This design comes from an exercise in tuning for small area on the open sky130 flow, not from production work.
In this exercise RTL edits were held to simulation tests only and were not proved equivalent to the original.
Power is estimated from default activity; no workload was simulated.

==> inputs of run a <==
## stats_top
module stats_top (
    input  logic                 clk,
    input  logic                 rst_pkt,
    input  logic                 rst,
    input  logic [2:0]           in_mark_i,            
    input  logic [2:0]           out_mark_i,           
    input  logic                 out_ready_i,
    input  logic                 rb_update_valid_i,
    input  logic                 disable_pcie_i,
    output logic                 pcie_rb_update_valid_o,
    input  logic [27:0]          pdumeta_cpu_data_i,   
    input  logic                 pdumeta_cpu_valid_i,
    input  logic                 pdumeta_cpu_ready_i,
    input  logic [63:0]          fill_level_i,         
    input  logic [63:0]          status_req_i,         
    output logic [32:0]          status_resp_o,        
    output logic [32-1:0]   ctrl_o
);
==> module stats_top, before the edit <==
module stats_top (
    input  logic                 clk,
    input  logic                 rst_pkt,
    input  logic                 rst,
    input  logic [2:0]           in_mark_i,            
    input  logic [2:0]           out_mark_i,           
    input  logic                 out_ready_i,
    input  logic                 rb_update_valid_i,
    input  logic                 disable_pcie_i,
    output logic                 pcie_rb_update_valid_o,
    input  logic [27:0]          pdumeta_cpu_data_i,   
    input  logic                 pdumeta_cpu_valid_i,
    input  logic                 pdumeta_cpu_ready_i,
    input  logic [63:0]          fill_level_i,         
    input  logic [63:0]          status_req_i,         
    output logic [32:0]          status_resp_o,        
    output logic [32-1:0]   ctrl_o
);
    localparam int W  = 32;
    localparam int FW = 16;
    localparam int NC = 4;
    assign pcie_rb_update_valid_o = rb_update_valid_i & ~disable_pcie_i;
    logic         req_rd, req_wr, hit;
    logic [7:0]   ofs;
    logic [W-1:0] wd;
    assign req_rd = status_req_i[63];
    assign req_wr = status_req_i[62];
    assign hit    = (status_req_i[61:58] == 4'(0));
    assign ofs    = status_req_i[39:32];
    assign wd     = status_req_i[31:0];
    logic [4:0] ev;
    assign ev[0] = in_mark_i[2] & in_mark_i[0];
    assign ev[1] = out_mark_i[2] & out_mark_i[0] & out_ready_i;
    assign ev[2] = rb_update_valid_i;
    assign ev[3] = pdumeta_cpu_valid_i & pdumeta_cpu_ready_i & (pdumeta_cpu_data_i[27:24] == 4'd0);
    assign ev[4] = pdumeta_cpu_valid_i & pdumeta_cpu_ready_i & (pdumeta_cpu_data_i[27:24] == 4'd1);
    logic         rd1, wr1, is5_1;
    logic [2:0]   ofs1;
    logic [W-1:0] wdata1;
    logic [4:0]   ev1;
    logic         rp1;
    always_ff @(posedge clk) begin
        rd1    <= ~rst & req_rd & hit;
        wr1    <= ~rst & req_wr & hit;
        ofs1   <= (ofs < 8'd8) ? ofs[2:0] : 3'd7;
        wdata1 <= wd;
        ev1    <= ev;
        rp1    <= rst_pkt;
    end
    logic [W-1:0] ctrl_q;
    logic         ctrl_zero_q;
    logic [W-1:0] ctrl_q_nxt;
    logic         ctrl_zero_nxt;
    logic [4:0]   ld2;
    assign is5_1 = (ofs1 == 3'd5);
    assign ctrl_q_nxt    = wr1 ? wdata1 : ctrl_q;
    assign ctrl_zero_nxt = rst | (wr1 ? ~is5_1 : ctrl_zero_q);
    always_ff @(posedge clk) begin
        ctrl_q      <= ctrl_q_nxt;
        ctrl_zero_q <= ctrl_zero_nxt;
        for (int i = 0; i < 5; i++) begin
            ld2[i] <= wr1 & (ofs1 == 3'(i));
        end
    end
    assign ctrl_o = ctrl_zero_q ? '0 : ctrl_q;
    logic [W-1:0] cnt [5];
    logic [W-1:0] load_word;
    assign load_word = rp1 ? '0 : ctrl_q;
    localparam int SEG = 16;
    logic [W:0]   cy  [5];
    logic [W-1:0] inc [5];
    always_comb begin
        for (int i = 0; i < 5; i++) begin
            cy[i][0] = ev1[i];
            for (int b = 0; b < W; b++) begin
                inc[i][b] = cnt[i][b] ^ cy[i][b];
                if ((b + 1) % SEG == 0) begin
                    cy[i][b+1] = cy[i][b+1-SEG] & (&cnt[i][b -: SEG]);
                end else begin
                    cy[i][b+1] = cnt[i][b] & cy[i][b];
                end
            end
        end
    end
    always_ff @(posedge clk) begin
        for (int i = 0; i < 5; i++) begin
            cnt[i] <= (rp1 | ld2[i]) ? load_word : inc[i];
        end
    end
    logic [FW-1:0] peak [NC];
    logic [FW-1:0] peak_d [NC];
    logic          peak_vld, peak_vld_d;
    assign peak_vld = ~rp1;
    logic [FW:0] gt [NC];
    always_comb begin
        for (int c = 0; c < NC; c++) begin
            gt[c][0] = 1'b0;
            for (int b = 0; b < FW; b++) begin
                gt[c][b+1] = (fill_level_i[c*FW+b] & ~peak[c][b])
                           | (gt[c][b] & (fill_level_i[c*FW+b] | ~peak[c][b]));
            end
        end
    end
    always_ff @(posedge clk) begin
        peak_vld_d <= peak_vld;
        for (int c = 0; c < NC; c++) begin
            if (~peak_vld || gt[c][FW]) begin
                peak[c] <= fill_level_i[c*FW +: FW];
            end
            peak_d[c] <= peak[c];
        end
    end
    logic [W-1:0] rd_word;
    logic [4:0]    sel_cnt;
    logic [NC-1:0] sel_peak;
    logic          sel_ctrl, sel_bad;
    always_comb begin
        for (int i = 0; i < 5; i++) sel_cnt[i] = (ofs == 8'(i));
        for (int c = 0; c < NC; c++) sel_peak[c] = peak_vld_d & (ofs == 8'(6 + c));
        sel_ctrl = ~ctrl_zero_nxt & (ofs == 8'd5);
        sel_bad  = (ofs > 8'd9);
        rd_word = sel_bad ? 32'hDEADBEEF : '0;
        if (sel_ctrl) rd_word = rd_word | ctrl_q_nxt;
        for (int i = 0; i < 5; i++) begin
            if (sel_cnt[i]) rd_word = rd_word | cnt[i];
        end
        for (int c = 0; c < NC; c++) begin
            if (sel_peak[c]) rd_word = rd_word | {{(W-FW){1'b0}}, peak_d[c]};
        end
    end
    logic [W-1:0] rword1;
    logic [W-1:0] resp_data_q;
    logic         resp_valid_q;
    always_ff @(posedge clk) begin
        rword1       <= rd_word;
        resp_data_q  <= rword1;
        resp_valid_q <= ~rst & rd1;
    end
    assign status_resp_o = {resp_valid_q, resp_data_q};
endmodule
==> flow/config.mk <==
export PLATFORM = sky130hd
export DESIGN_NAME = stats_top
export DESIGN_NICKNAME = stats_top
export VERILOG_FILES = /design/flow/design.v
export SDC_FILE = /design/flow/constraint.sdc
export NUM_CORES = 4
export LEC_CHECK = 0
export CAP_MARGIN = 20
export CORE_MARGIN = 2
export CORE_UTILIZATION = 72
export SLEW_MARGIN = 20
==> flow/constraint.sdc <==
create_clock -name core_clock -period 5.0 [get_ports {clk}]
set_input_delay 1.0000 -clock core_clock [delete_from_list [all_inputs] [get_ports {clk}]]
set_output_delay 1.0000 -clock core_clock [all_outputs]
set_load 0.01 [all_outputs]
standard.sh (not shown) runs the stock make flow with config.mk's settings and CLKGATE_MAP_FILE= SYNTH_SCRIPT=/design/flow/synth_recipe.tcl, a recipe that flattens the netlist after the stock synthesis.
==> flow/flow/run.sh <==
#!/bin/bash
# The standard layout (standard.sh) with three changes:
#  - synthesis maps the combinational logic with an area-oriented ABC script
#    (flow/synth.tcl, flow/area.abc); registers are mapped as in the standard
#    synthesis, before ABC runs;
#  - the port buffers are the smallest buffer, sky130_fd_sc_hd__buf_1;
#  - the clock tree uses larger sink clusters and no dummy loads.
# make's output goes to standard.log; each ORFS step logs under orfs/logs/.
set -euo pipefail
W=$PWD
export MY_ABC_SCRIPT=$W/flow/area.abc
bash standard.sh \
  "SYNTH_SCRIPT=$W/flow/synth.tcl" \
  "BUFFER_PORTS_ARGS=-buffer_cell sky130_fd_sc_hd__buf_1" \
  "CTS_ARGS=-sink_clustering_enable -repair_clock_nets -dont_use_dummy_load -buf_list sky130_fd_sc_hd__clkbuf_16 -root_buf sky130_fd_sc_hd__clkbuf_16 -sink_clustering_size 26 -sink_clustering_max_diameter 100" \
  finish > standard.log 2>&1
==> flow/flow/area.abc <==
&get -n
&st
&syn2
&dch
&nf -a
&put
==> flow/flow/synth.tcl <==
# The standard synthesis script, with one change: the final ABC mapping
# of the combinational logic runs the area-oriented script named in
# MY_ABC_SCRIPT instead of ORFS's speed script. Registers are mapped before
# ABC runs, so they keep the standard synthesis's names and cells.
proc synth {args} { yosys synth -nofsm -noshare {*}$args }
proc abc {args} {
  set i [lsearch -exact $args -script]
  if { $i >= 0 && [info exists ::env(MY_ABC_SCRIPT)] } {
    lset args [expr {$i + 1}] $::env(MY_ABC_SCRIPT)
  }
  yosys abc {*}$args
}
source $::env(SCRIPTS_DIR)/synth.tcl
# left out here: clear keep_hierarchy, flatten, clean up, hide names made inside functions, write 1_2_yosys.v
==> run b (differences from run a) <==
--- a/flow/design.v
+++ b/flow/design.v
@@ -111,16 +111,14 @@
     logic         ctrl_zero_q;
     logic [W-1:0] ctrl_q_nxt;
     logic         ctrl_zero_nxt;
-    logic [4:0]   ld2;
+    logic [2:0]   ld2;
     assign is5_1 = (ofs1 == 3'd5);
     assign ctrl_q_nxt    = wr1 ? wdata1 : ctrl_q;
     assign ctrl_zero_nxt = rst | (wr1 ? ~is5_1 : ctrl_zero_q);
     always_ff @(posedge clk) begin
         ctrl_q      <= ctrl_q_nxt;
         ctrl_zero_q <= ctrl_zero_nxt;
-        for (int i = 0; i < 5; i++) begin
-            ld2[i] <= wr1 & (ofs1 == 3'(i));
-        end
+        ld2         <= wr1 ? ofs1 : 3'd7;
     end
     assign ctrl_o = ctrl_zero_q ? '0 : ctrl_q;
     logic [W-1:0] cnt [5];
@@ -144,7 +142,7 @@
     end
     always_ff @(posedge clk) begin
         for (int i = 0; i < 5; i++) begin
-            cnt[i] <= (rp1 | ld2[i]) ? load_word : inc[i];
+            cnt[i] <= (rp1 | (ld2 == 3'(i))) ? load_word : inc[i];
         end
     end
     logic [FW-1:0] peak [NC];
==> flow/flow/run.sh (replaced) <==
#!/bin/bash
# The standard layout (standard.sh) with three changes:
#  - synthesis maps the combinational logic with an area-oriented ABC script
#    (flow/synth.tcl, flow/area.abc); registers are mapped as in the standard
#    synthesis, before ABC runs;
#  - the port buffers are the smallest buffer, sky130_fd_sc_hd__buf_1;
#  - the clock tree uses clkbuf_8 leaf buffers on larger sink clusters and
#    no dummy loads.
# make's output goes to standard.log; each ORFS step logs under orfs/logs/.
set -euo pipefail
W=$PWD
export MY_ABC_SCRIPT=$W/flow/area.abc
bash standard.sh \
  "SYNTH_SCRIPT=$W/flow/synth.tcl" \
  "BUFFER_PORTS_ARGS=-buffer_cell sky130_fd_sc_hd__buf_1" \
  "CTS_ARGS=-sink_clustering_enable -repair_clock_nets -dont_use_dummy_load -buf_list sky130_fd_sc_hd__clkbuf_8 -root_buf sky130_fd_sc_hd__clkbuf_16 -sink_clustering_size 16 -sink_clustering_max_diameter 80" \
  finish > standard.log 2>&1
--- a/flow/config.mk
+++ b/flow/config.mk
@@ -8,4 +8,5 @@
 export CAP_MARGIN = 20
 export CORE_MARGIN = 2
 export CORE_UTILIZATION = 72
+export GPL_TIMING_DRIVEN = 0
 export SLEW_MARGIN = 20
==> run c (differences from run a) <==
--- a/flow/design.v
+++ b/flow/design.v
@@ -95,14 +95,17 @@
     assign ev[3] = pdumeta_cpu_valid_i & pdumeta_cpu_ready_i & (pdumeta_cpu_data_i[27:24] == 4'd0);
     assign ev[4] = pdumeta_cpu_valid_i & pdumeta_cpu_ready_i & (pdumeta_cpu_data_i[27:24] == 4'd1);
     logic         rd1, wr1, is5_1;
-    logic [2:0]   ofs1;
+    logic [4:0]   ld1;
     logic [W-1:0] wdata1;
     logic [4:0]   ev1;
     logic         rp1;
     always_ff @(posedge clk) begin
         rd1    <= ~rst & req_rd & hit;
         wr1    <= ~rst & req_wr & hit;
-        ofs1   <= (ofs < 8'd8) ? ofs[2:0] : 3'd7;
+        is5_1  <= (ofs == 8'd5);
+        for (int i = 0; i < 5; i++) begin
+            ld1[i] <= (ofs == 8'(i));
+        end
         wdata1 <= wd;
         ev1    <= ev;
         rp1    <= rst_pkt;
@@ -112,33 +115,25 @@
     logic [W-1:0] ctrl_q_nxt;
     logic         ctrl_zero_nxt;
     logic [4:0]   ld2;
-    assign is5_1 = (ofs1 == 3'd5);
     assign ctrl_q_nxt    = wr1 ? wdata1 : ctrl_q;
     assign ctrl_zero_nxt = rst | (wr1 ? ~is5_1 : ctrl_zero_q);
     always_ff @(posedge clk) begin
         ctrl_q      <= ctrl_q_nxt;
         ctrl_zero_q <= ctrl_zero_nxt;
-        for (int i = 0; i < 5; i++) begin
-            ld2[i] <= wr1 & (ofs1 == 3'(i));
-        end
+        ld2         <= wr1 ? ld1 : 5'd0;
     end
     assign ctrl_o = ctrl_zero_q ? '0 : ctrl_q;
     logic [W-1:0] cnt [5];
     logic [W-1:0] load_word;
     assign load_word = rp1 ? '0 : ctrl_q;
-    localparam int SEG = 16;
     logic [W:0]   cy  [5];
     logic [W-1:0] inc [5];
     always_comb begin
         for (int i = 0; i < 5; i++) begin
             cy[i][0] = ev1[i];
             for (int b = 0; b < W; b++) begin
-                inc[i][b] = cnt[i][b] ^ cy[i][b];
-                if ((b + 1) % SEG == 0) begin
-                    cy[i][b+1] = cy[i][b+1-SEG] & (&cnt[i][b -: SEG]);
-                end else begin
-                    cy[i][b+1] = cnt[i][b] & cy[i][b];
-                end
+                inc[i][b]  = cnt[i][b] ^ cy[i][b];
+                cy[i][b+1] = cnt[i][b] & cy[i][b];
             end
         end
     end
@@ -150,7 +145,6 @@
     logic [FW-1:0] peak [NC];
     logic [FW-1:0] peak_d [NC];
     logic          peak_vld, peak_vld_d;
-    assign peak_vld = ~rp1;
     logic [FW:0] gt [NC];
     always_comb begin
         for (int c = 0; c < NC; c++) begin
@@ -162,6 +156,7 @@
         end
     end
     always_ff @(posedge clk) begin
+        peak_vld   <= ~rst_pkt;
         peak_vld_d <= peak_vld;
         for (int c = 0; c < NC; c++) begin
             if (~peak_vld || gt[c][FW]) begin
@@ -171,22 +166,20 @@
         end
     end
     logic [W-1:0] rd_word;
-    logic [4:0]    sel_cnt;
-    logic [NC-1:0] sel_peak;
-    logic          sel_ctrl, sel_bad;
     always_comb begin
-        for (int i = 0; i < 5; i++) sel_cnt[i] = (ofs == 8'(i));
-        for (int c = 0; c < NC; c++) sel_peak[c] = peak_vld_d & (ofs == 8'(6 + c));
-        sel_ctrl = ~ctrl_zero_nxt & (ofs == 8'd5);
-        sel_bad  = (ofs > 8'd9);
-        rd_word = sel_bad ? 32'hDEADBEEF : '0;
-        if (sel_ctrl) rd_word = rd_word | ctrl_q_nxt;
-        for (int i = 0; i < 5; i++) begin
-            if (sel_cnt[i]) rd_word = rd_word | cnt[i];
-        end
-        for (int c = 0; c < NC; c++) begin
-            if (sel_peak[c]) rd_word = rd_word | {{(W-FW){1'b0}}, peak_d[c]};
-        end
+        case (ofs)
+            8'd0:    rd_word = cnt[0];
+            8'd1:    rd_word = cnt[1];
+            8'd2:    rd_word = cnt[2];
+            8'd3:    rd_word = cnt[3];
+            8'd4:    rd_word = cnt[4];
+            8'd5:    rd_word = ctrl_zero_nxt ? '0 : ctrl_q_nxt;
+            8'd6:    rd_word = peak_vld_d ? {{(W-FW){1'b0}}, peak_d[0]} : '0;
+            8'd7:    rd_word = peak_vld_d ? {{(W-FW){1'b0}}, peak_d[1]} : '0;
+            8'd8:    rd_word = peak_vld_d ? {{(W-FW){1'b0}}, peak_d[2]} : '0;
+            8'd9:    rd_word = peak_vld_d ? {{(W-FW){1'b0}}, peak_d[3]} : '0;
+            default: rd_word = 32'hDEADBEEF;
+        endcase
     end
     logic [W-1:0] rword1;
     logic [W-1:0] resp_data_q;
==> flow/run.sh (new file) <==
#!/bin/bash
# synth_recipe.tcl (not shown) runs the flow's synth.tcl, then flattens the netlist and writes it again
# the make line also repeats each setting of config.mk as NAME=value (left out here)
make -C /OpenROAD-flow-scripts/flow DESIGN_CONFIG=/design/flow/config.mk WORK_HOME=/design/flow/orfs CLKGATE_MAP_FILE= SYNTH_SCRIPT=/design/flow/synth_recipe.tcl finish
--- a/flow/config.mk
+++ b/flow/config.mk
@@ -7,5 +7,5 @@
 export LEC_CHECK = 0
 export CAP_MARGIN = 20
 export CORE_MARGIN = 2
-export CORE_UTILIZATION = 72
+export CORE_UTILIZATION = 40
 export SLEW_MARGIN = 20
removed: flow/flow/run.sh
removed: flow/flow/area.abc
removed: flow/flow/synth.tcl
removed: flow/standard.sh
==> run d (differences from run a) <==
--- a/flow/design.v
+++ b/flow/design.v
@@ -95,14 +95,17 @@
     assign ev[3] = pdumeta_cpu_valid_i & pdumeta_cpu_ready_i & (pdumeta_cpu_data_i[27:24] == 4'd0);
     assign ev[4] = pdumeta_cpu_valid_i & pdumeta_cpu_ready_i & (pdumeta_cpu_data_i[27:24] == 4'd1);
     logic         rd1, wr1, is5_1;
-    logic [2:0]   ofs1;
+    logic [4:0]   ld1;
     logic [W-1:0] wdata1;
     logic [4:0]   ev1;
     logic         rp1;
     always_ff @(posedge clk) begin
         rd1    <= ~rst & req_rd & hit;
         wr1    <= ~rst & req_wr & hit;
-        ofs1   <= (ofs < 8'd8) ? ofs[2:0] : 3'd7;
+        is5_1  <= (ofs == 8'd5);
+        for (int i = 0; i < 5; i++) begin
+            ld1[i] <= (ofs == 8'(i));
+        end
         wdata1 <= wd;
         ev1    <= ev;
         rp1    <= rst_pkt;
@@ -112,21 +115,18 @@
     logic [W-1:0] ctrl_q_nxt;
     logic         ctrl_zero_nxt;
     logic [4:0]   ld2;
-    assign is5_1 = (ofs1 == 3'd5);
     assign ctrl_q_nxt    = wr1 ? wdata1 : ctrl_q;
     assign ctrl_zero_nxt = rst | (wr1 ? ~is5_1 : ctrl_zero_q);
     always_ff @(posedge clk) begin
         ctrl_q      <= ctrl_q_nxt;
         ctrl_zero_q <= ctrl_zero_nxt;
-        for (int i = 0; i < 5; i++) begin
-            ld2[i] <= wr1 & (ofs1 == 3'(i));
-        end
+        ld2         <= wr1 ? ld1 : 5'd0;
     end
     assign ctrl_o = ctrl_zero_q ? '0 : ctrl_q;
     logic [W-1:0] cnt [5];
     logic [W-1:0] load_word;
     assign load_word = rp1 ? '0 : ctrl_q;
-    localparam int SEG = 16;
+    localparam int SEG = 11;
     logic [W:0]   cy  [5];
     logic [W-1:0] inc [5];
     always_comb begin
@@ -150,7 +150,6 @@
     logic [FW-1:0] peak [NC];
     logic [FW-1:0] peak_d [NC];
     logic          peak_vld, peak_vld_d;
-    assign peak_vld = ~rp1;
     logic [FW:0] gt [NC];
     always_comb begin
         for (int c = 0; c < NC; c++) begin
@@ -162,6 +161,7 @@
         end
     end
     always_ff @(posedge clk) begin
+        peak_vld   <= ~rst_pkt;
         peak_vld_d <= peak_vld;
         for (int c = 0; c < NC; c++) begin
             if (~peak_vld || gt[c][FW]) begin
==> flow/run.sh (new file) <==
#!/bin/bash
# synth_recipe.tcl (not shown) runs the flow's synth.tcl, then flattens the netlist and writes it again
# the make line also repeats each setting of config.mk as NAME=value (left out here)
make -C /OpenROAD-flow-scripts/flow DESIGN_CONFIG=/design/flow/config.mk WORK_HOME=/design/flow/orfs CLKGATE_MAP_FILE= SYNTH_SCRIPT=/design/flow/synth_recipe.tcl finish
--- a/flow/config.mk
+++ b/flow/config.mk
@@ -7,5 +7,5 @@
 export LEC_CHECK = 0
 export CAP_MARGIN = 20
 export CORE_MARGIN = 2
-export CORE_UTILIZATION = 72
+export CORE_UTILIZATION = 60
 export SLEW_MARGIN = 20
removed: flow/flow/run.sh
removed: flow/flow/area.abc
removed: flow/flow/synth.tcl
removed: flow/standard.sh
==> comparison <==
In run a the via count is higher than in run c, by about 0.32%.
The highest power belongs to run c, the lowest to run b.
Synthesized cell count, highest first: run d, run c, run a, run b.
Run c finished with setup timing left. Run d passed the timing, design-rule and antenna checks. Run b finished with timing, DRC and antenna clean. Run a ran to the end with no violations.
The highest non-clock buffer count belongs to run c, the lowest to run a.
Clock power: run c is larger than run b (130%).
==> figures <==
	run a	run d	run c	run b
Worst reg-to-reg setup slack	890 ps	1490 ps	-700 ps	650 ps
Met3 WL	2710 um	2420 um	2250 um	2550 um
Result of the run	complete, no violations	complete, no violations	finished with violations	complete, no violations
Layout check failures	-	-	setup timing	-
Power drawn by the clock network	1.73 mW	3.35 mW	3.71 mW	1.63 mW
Transition time at the pin with the least slew margin	1080 ps	1110 ps	891 ps	1070 ps
Req. time, crit path	5400 ps	5400 ps	5460 ps	5400 ps
Met2 WL	18200 um	22100 um	21700 um	18800 um
Switching Fraction	24.2%	23.3%	23.7%	24.7%
DP HPWL	25800 um	33500 um	30900 um	28300 um
Critical R2R Launch	cnt[2][9]	cnt[0][10]	cnt[0][0]	cnt[3][9]
Top-area cell type share of the netlist area	46.6%	41.6%	42.8%	46.4%
Fmax achieved	0.244 GHz	0.285 GHz	0.175 GHz	0.230 GHz

## port drivers added, routing unchanged
No port has a modelled driver above. Below, the same layouts with a new extraction and two added sets of constraints.
Step 1 (the two cells are an assumption about what drives the block):
set clk [get_ports {clk}]
set_driving_cell -lib_cell sky130_fd_sc_hd__clkbuf_16 $clk
set_driving_cell -lib_cell sky130_fd_sc_hd__buf_2 [delete_from_list [all_inputs] $clk]
Step 2, shift: input delay + t, output delay - t, t = (earliest + latest rising clock arrival at the registers) / 2. This alone moves slack from input paths to output paths.
Three values: no drivers, after step 1, after step 2; two values: the first two.
run	t (ns)	setup slack, ns	slew at the worst register clock pin (ns)	worst data-port slew with drivers (ns)
run a	0.565	0.894 / 0.894 / 0.894	0.10 / 0.10	0.08
run b	0.551	0.655 / 0.655 / 0.655	0.10 / 0.10	0.06
run c	0.641	-0.703 / -0.703 / -0.703	0.07 / 0.07	0.06
run d	0.593	1.489 / 1.489 / 1.076	0.07 / 0.07	0.04
For run d, which loses most, drivers alone change the setup slack by 0.000 ns; drivers and shift together by -0.413 ns.
